This is an optimization exercise on Yosys and OpenROAD, whose aim is a short achievable clock period and few clock cycles, not a production implementation.
Where RTL was checked, it was by simulation tests only, not by an equivalence proof against the original.
The clock input has no modelled driver; a real chip could not lean on it and would need a root buffer or a full tree.
Power figures rest on the tool's default switching activity, not on a simulated workload.

==> 06-23 <==
// processor
module processor (
    input  logic  clock,
    input  logic  rst_n,
    output cpu_pkg::addr_t fetch_address,
    input  cpu_pkg::word_t instruction,
    output cpu_pkg::addr_t memory_address,
    output logic  memory_read,
    output logic  memory_write,
    output cpu_pkg::word_t memory_write_data,
    input  cpu_pkg::word_t memory_read_data
);
Settings: LEC_CHECK=0, CAP_MARGIN=20, CORE_MARGIN=2, CORE_UTILIZATION=50, PLACE_DENSITY=0.7, SLEW_MARGIN=20, SYNTH_HIERARCHICAL=1, SYNTH_MINIMUM_KEEP_SIZE=0; clock period 10.0 ns.
standard.sh (not shown) runs the stock make flow with config.mk's settings and CLKGATE_MAP_FILE= SYNTH_SCRIPT=/design/flow/synth_recipe.tcl, a recipe that flattens the netlist after the stock synthesis.
==> flow/flow/run.sh <==
#!/bin/bash
# The standard ORFS layout (standard.sh), with these changes to how it works:
# - timing repair aims 7.3 ns below the 10 ns clock (SETUP_SLACK_MARGIN; the
#   SDC is unchanged, the margin only sets how far repair_timing goes);
# - before the clock tree is built, the flip-flops that drive the store data,
#   memory_read and memory_write outputs are moved next to their output buffers
#   (flow/pre_cts.tcl, through the PRE_CTS_TCL hook; placement is then legalised);
# - the clock tree is built by flow/mycts.tcl: four root buffers at the clock
#   port, each driving about five middle buffers, each driving leaf buffers over
#   balanced clusters of about 14 flip-flops, instead of TritonCTS's tree.
set -uo pipefail
here=$(pwd)
export SETUP_SLACK_MARGIN=7.3
export PRE_CTS_TCL=$here/flow/pre_cts.tcl
export MYCTS_PER_LEAF=14
export MYCTS_NMID=24
export PULL_OUTPUT_FLOPS="m_wdata* m_rd* m_store*"
bash standard.sh > make_flow.log 2>&1
Other scripts of this flow, unchanged in this note and not shown: flow/flow/mycts.tcl, flow/flow/pre_cts.tcl
==> 11-08: changes against 06-23 <==
--- a/flow/design.v
+++ b/flow/design.v
@@ -403,15 +403,13 @@
     output logic [31:0] result,        
     output logic [31:0] s_la,          
     output logic [31:0] s_ls,          
     output logic [31:0] s_lr,          
     output logic        slt_l,         
     output logic [31:0] addr,          
-    output logic [31:0] rt_val,        
-    output logic [31:0] op_a,          
-    output logic [31:0] op_b
+    output logic [31:0] rt_val         
 );
     logic [31:0] a, b, x;
     logic [31:0] s_add, s_sub;
     logic [31:0] p_add, p_sub, p_la, p_ls, p_lr;
     logic [31:0] c_add, c_sub, c_la, c_ls, c_lr;
     genvar i;
@@ -446,14 +444,12 @@
             c_nand4 u_x (.a(x0), .b(x1), .c(x2), .d(x3), .y(x[i]));
             c_aoi22  u_t0 (.a1(ft[0]), .a2(e_t[i]), .b1(ft[3]), .b2(w_val[i]), .y(t0));
             c_aoi22  u_t1 (.a1(ft[1]), .a2(m_res2[i]), .b1(ft[2]), .b2(ld[i]), .y(t1));
             c_nand2  u_t  (.a(t0), .b(t1), .y(rt_val[i]));
         end
     endgenerate
-    assign op_a = a;
-    assign op_b = b;
     ks_add #(.W(32), .SUB(1'b0)) u_add (.x(a),  .y(b),  .s(s_add), .p0(p_add), .cn(c_add));
     ks_add #(.W(32), .SUB(1'b1)) u_sub (.x(a),  .y(b),  .s(s_sub), .p0(p_sub), .cn(c_sub));
     logic [31:0] l_nand, l_nor, l_orn, l_andn;
     generate
         for (i = 0; i < 32; i++) begin : g_lpg
             c_nand2 u_a (.a(ld[i]), .b(x[i]), .y(l_nand[i]));
@@ -657,47 +653,55 @@
         end
     endgenerate
     c_nand2 u_ne (.a(l4[0]), .b(l4[1]), .y(ne));
     c_inv   u_eq (.a(ne), .y(eq));
 endmodule
 module branch_check (
-    input  logic [31:0] a,
-    input  logic [31:0] b,
     input  logic [31:0] e_a,
     input  logic [31:0] e_b,
+    input  logic [31:0] m_res,
     input  logic [31:0] ld,
     input  logic [31:0] w_val,
-    input  logic        sel_eq,
-    input  logic        sel_ne,
+    input  logic [5:0]  sel_eq,
+    input  logic [5:0]  sel_ne,
     input  logic        sel_same,
     input  logic [2:0]  x_sel,
     input  logic        sel_l_eq,
     input  logic        sel_l_ne,
     output logic [7:0]  mis_if_leq,
     output logic [7:0]  mis_if_lne,
     output logic [7:0]  mis_if_leq_n,
     output logic [7:0]  mis_if_lne_n,
     output logic [7:0]  eq_l,
     output logic [7:0]  ne_l
 );
-    logic [3:0][1:0] h_ab, half;
-    logic [31:0]     x;
-    logic            keep_eq, keep_ne;    
-    cmp_half32 u_cab (.a(a), .b(b), .half(h_ab));
+    logic [5:0]  eq, ne;
+    logic [31:0] x;
+    logic [3:0][1:0] half;
+    cmp_eq32 u_c0 (.a(e_a),   .b(e_b),   .eq(eq[0]), .ne(ne[0]));
+    cmp_eq32 u_c1 (.a(e_a),   .b(m_res), .eq(eq[1]), .ne(ne[1]));
+    cmp_eq32 u_c2 (.a(e_a),   .b(w_val), .eq(eq[2]), .ne(ne[2]));
+    cmp_eq32 u_c3 (.a(m_res), .b(e_b),   .eq(eq[3]), .ne(ne[3]));
+    cmp_eq32 u_c4 (.a(m_res), .b(w_val), .eq(eq[4]), .ne(ne[4]));
+    cmp_eq32 u_c5 (.a(w_val), .b(e_b),   .eq(eq[5]), .ne(ne[5]));
+    logic keep_eq, keep_ne;    
     assign keep_eq = !(sel_same || sel_l_eq);
     assign keep_ne = !(sel_same || sel_l_ne);
     genvar i;
     generate
         for (i = 0; i < 8; i++) begin : g_early
-            logic eq_ab_n, eq_ab, ne_ab, t_n, e_n;
-            c_nand2 u_n  (.a(h_ab[i/2][0]), .b(h_ab[i/2][1]), .y(ne_ab));
-            c_nand2 u_n2 (.a(h_ab[i/2][0]), .b(h_ab[i/2][1]), .y(eq_ab_n));
-            c_inv   u_e  (.a(eq_ab_n), .y(eq_ab));
-            c_aoi22 u_t  (.a1(sel_eq), .a2(eq_ab), .b1(sel_ne), .b2(ne_ab), .y(e_n));   
-            c_nand2 u_q  (.a(e_n), .b(keep_eq), .y(mis_if_leq[i]));
-            c_nand2 u_r  (.a(e_n), .b(keep_ne), .y(mis_if_lne[i]));
+            logic [5:0] t;
+            logic       u0, u1, e_n;
+            for (genvar k = 0; k < 6; k++) begin : g_t
+                c_aoi22 u (.a1(sel_eq[k]), .a2(eq[k]), .b1(sel_ne[k]), .b2(ne[k]), .y(t[k]));
+            end
+            c_nand3 u_0 (.a(t[0]), .b(t[1]), .c(t[2]), .y(u0));
+            c_nand3 u_1 (.a(t[3]), .b(t[4]), .c(t[5]), .y(u1));
+            c_nor2  u_e (.a(u0), .b(u1), .y(e_n));      
+            c_nand2 u_q (.a(e_n), .b(keep_eq), .y(mis_if_leq[i]));
+            c_nand2 u_r (.a(e_n), .b(keep_ne), .y(mis_if_lne[i]));
             c_inv   u_qn (.a(mis_if_leq[i]), .y(mis_if_leq_n[i]));
             c_inv   u_rn (.a(mis_if_lne[i]), .y(mis_if_lne_n[i]));
         end
     endgenerate
     assign x = ({32{x_sel[0]}} & e_a) | ({32{x_sel[1]}} & e_b) | ({32{x_sel[2]}} & w_val);
     cmp_half32 u_cl (.a(ld), .b(x), .half(half));
@@ -741,13 +745,13 @@
     logic [6:0]  e_op_l;
     logic [1:0]  e_op_ll;
     logic        e_addr_l;
     logic [7:0][4:0] e_kind;           
     logic        e_sl_a;
     logic        e_wr, e_load, e_store;
-    logic        e_mis_eq, e_mis_ne;   
+    logic [5:0]  e_mis_eq, e_mis_ne;   
     logic        e_mis_same, e_mis_l_eq, e_mis_l_ne;
     logic [2:0]  e_x_sel;
     logic [4:0]  e_dst;
     logic [31:0] e_alt;                
     logic [31:0] m_n, m_la, m_ls, m_lr;             
     logic        m_sltb;
@@ -863,13 +867,20 @@
                           .b_l(b_l), .b_w(b_w), .kind(kind_e), .use_imm(d_use_imm),
                           .only_a(only_a), .only_b(only_b), .fa(fa_d[k]), .fb(fb_d[k]),
                           .fx(fx_d[k]));
         end
     endgenerate
     logic       mis_if_eq, mis_if_ne;
+    logic [5:0] pair;
     logic [2:0] x_sel;
+    assign pair  = {a_w && b_r,
+                    (a_m && b_w) || (a_w && b_m),
+                    a_m && b_r,
+                    a_r && b_w,
+                    a_r && b_m,
+                    a_r && b_r};
     assign x_sel = {(a_l && b_w) || (a_w && b_l), a_l && b_r, a_r && b_l};
     assign mis_if_eq = d_valid && (d_beq ? !d_pred : d_bne && d_pred);
     assign mis_if_ne = d_valid && (d_beq ? d_pred : d_bne && !d_pred);
     logic ai_zero, pred_z1, pred_z0, redir_z1, redir_z0;
     sum_is_zero sum_is_zero_inst (.a(rs_val), .b(d_imm), .z(ai_zero));
     predict_unit predict_unit_inst (
@@ -968,22 +979,22 @@
                        (only_a || only_b) && op_and, only_b && op_sub, only_a && op_sub,
                        (only_a || only_b) && op_add};
         e_op_ll    <= {1'b0, both_l && op_add};    
         e_addr_l   <= only_a;
         e_kind     <= kind_d;
         e_sl_a     <= only_a;
-        e_mis_eq   <= mis_if_eq && !a_l && !b_l;
-        e_mis_ne   <= mis_if_ne && !a_l && !b_l;
+        e_mis_eq   <= {6{mis_if_eq}} & pair;
+        e_mis_ne   <= {6{mis_if_ne}} & pair;
         e_x_sel    <= x_sel;
         e_mis_l_eq <= mis_if_eq && (|x_sel);
         e_mis_l_ne <= mis_if_ne && (|x_sel);
-        e_mis_same <= mis_if_eq && a_l && b_l;
+        e_mis_same <= mis_if_eq && ((a_m && b_m) || (a_l && b_l) || (a_w && b_w));
         e_dst      <= d_dst;
         e_alt      <= d_pred ? pc_plus4 : d_tgt;
     end
-    logic [31:0] alu_result, alu_la, alu_ls, alu_lr, alu_addr, rt_fwd, op_a, op_b;
+    logic [31:0] alu_result, alu_la, alu_ls, alu_lr, alu_addr, rt_fwd;
     logic        alu_slt_l;
     m_select m_select_inst (
         .kind  (m_kind),
         .r_n   (m_n),
         .r_la  (m_la),
         .r_ls  (m_ls),
@@ -1017,21 +1028,18 @@
         .result (alu_result),
         .s_la   (alu_la),
         .s_ls   (alu_ls),
         .s_lr   (alu_lr),
         .slt_l  (alu_slt_l),
         .addr   (alu_addr),
-        .rt_val (rt_fwd),
-        .op_a   (op_a),
-        .op_b   (op_b)
+        .rt_val (rt_fwd)
     );
     branch_check branch_check_inst (
-        .a          (op_a),
-        .b          (op_b),
         .e_a        (e_a),
         .e_b        (e_b),
+        .m_res      (m_res2),
         .ld         (memory_read_data),
         .w_val      (w_val),
         .sel_eq     (e_mis_eq),
         .sel_ne     (e_mis_ne),
         .sel_same   (e_mis_same),
         .x_sel      (e_x_sel),
PLACE_DENSITY = unset   (was 0.7)
==> 06-17: changes against 06-23 <==
PLACE_DENSITY = unset   (was 0.7)
==> qor summary <==
item	11-08	06-17	06-23
Total power of the final layout	17.05 mW	16.41 mW	16.33 mW
Worst Setup SP	m_addr[16]$_DFF_P_	memory_read_data[14]	memory_read_data[2]
Outcome	finished clean	finished clean	finished clean
Standard-cell rows	166	164	164
Initial standard-cell utilization of the core	0.5033	0.5021	0.5021
Clock network power	6.13 mW	5.83 mW	5.82 mW
CP max stage delay	370 ps	240 ps	260 ps
Total power per unit cell area	136.8 nW/µm²	137.7 nW/µm²	138.3 nW/µm²
Comb power frac	0.115	0.102	0.099
Via/cell ratio	6.471	6.390	6.502
Crit path buf inv count	1	5	3
End of the worst register-to-register path	pc_out[18]$_DFF_P_	pc_out[27]$_DFF_P_	m_addr[31]$_DFF_P_
Inserted Diodes	20	17	21
Met2 demand-to-capacity share in global routing	0.5754	0.5396	0.5285
Number of antenna violations at the first check in global routing	29	27	27
Fraction of area in multi-input gates	0.4461	0.4379	0.4363
Worst slew margin relative to its limit	0.2738	0.1750	0.1886
Total length of routed met2 wires	181800 µm	165800 µm	162600 µm
Clk pwr share	0.359	0.356	0.356
Die Y	457.8 µm	451.5 µm	451.5 µm
Final worst setup slack	6876 ps	6869 ps	6820 ps
Tightest hold margin	303.3 ps	317.1 ps	324.7 ps
Testbench counts of 06-23, summed over its fixed seeds: cycles 34,950.
Testbench counts of 06-17, summed over its fixed seeds: cycles 34,950.
Function not checked in 11-08: the RTL went through the layout flow alone. No run of this note takes its clock network from TritonCTS; it comes from the design's own scripts or RTL.

[what the ideal ports hide]
Ports are ideal in the flow. The routed layouts listed here were re-timed in OpenROAD. Step 1: set_driving_cell puts a clkbuf_16 on clock and a buf_2 on each other input, an assumption about the parent block. Step 2 times the ports against the registers' clock, not the clock port: input delays grow and output delays shrink by t, the midpoint of the rising clock arrivals with the driver on. Three values: ideal ports, drivers, drivers and shift; two values: the first two.
run	t, ns	slack for setup (ns)	latest minus earliest clock arrival (ns)	slew at the worst register clock pin (ns)	cell pins on the clock port's net
06-23	0.777	6.820 / 6.719 / 6.178	0.074 / 0.074	0.10 / 0.10	4
11-08	0.789	6.876 / 6.691 / 6.313	0.081 / 0.079	0.09 / 0.09	4
06-17	0.790	6.869 / 6.705 / 6.219	0.091 / 0.091	0.10 / 0.10	4
After both steps every run listed still meets setup and hold. The setup slack of 06-17, which loses most, moves by -0.164 ns with the drivers and by -0.650 ns with both steps.
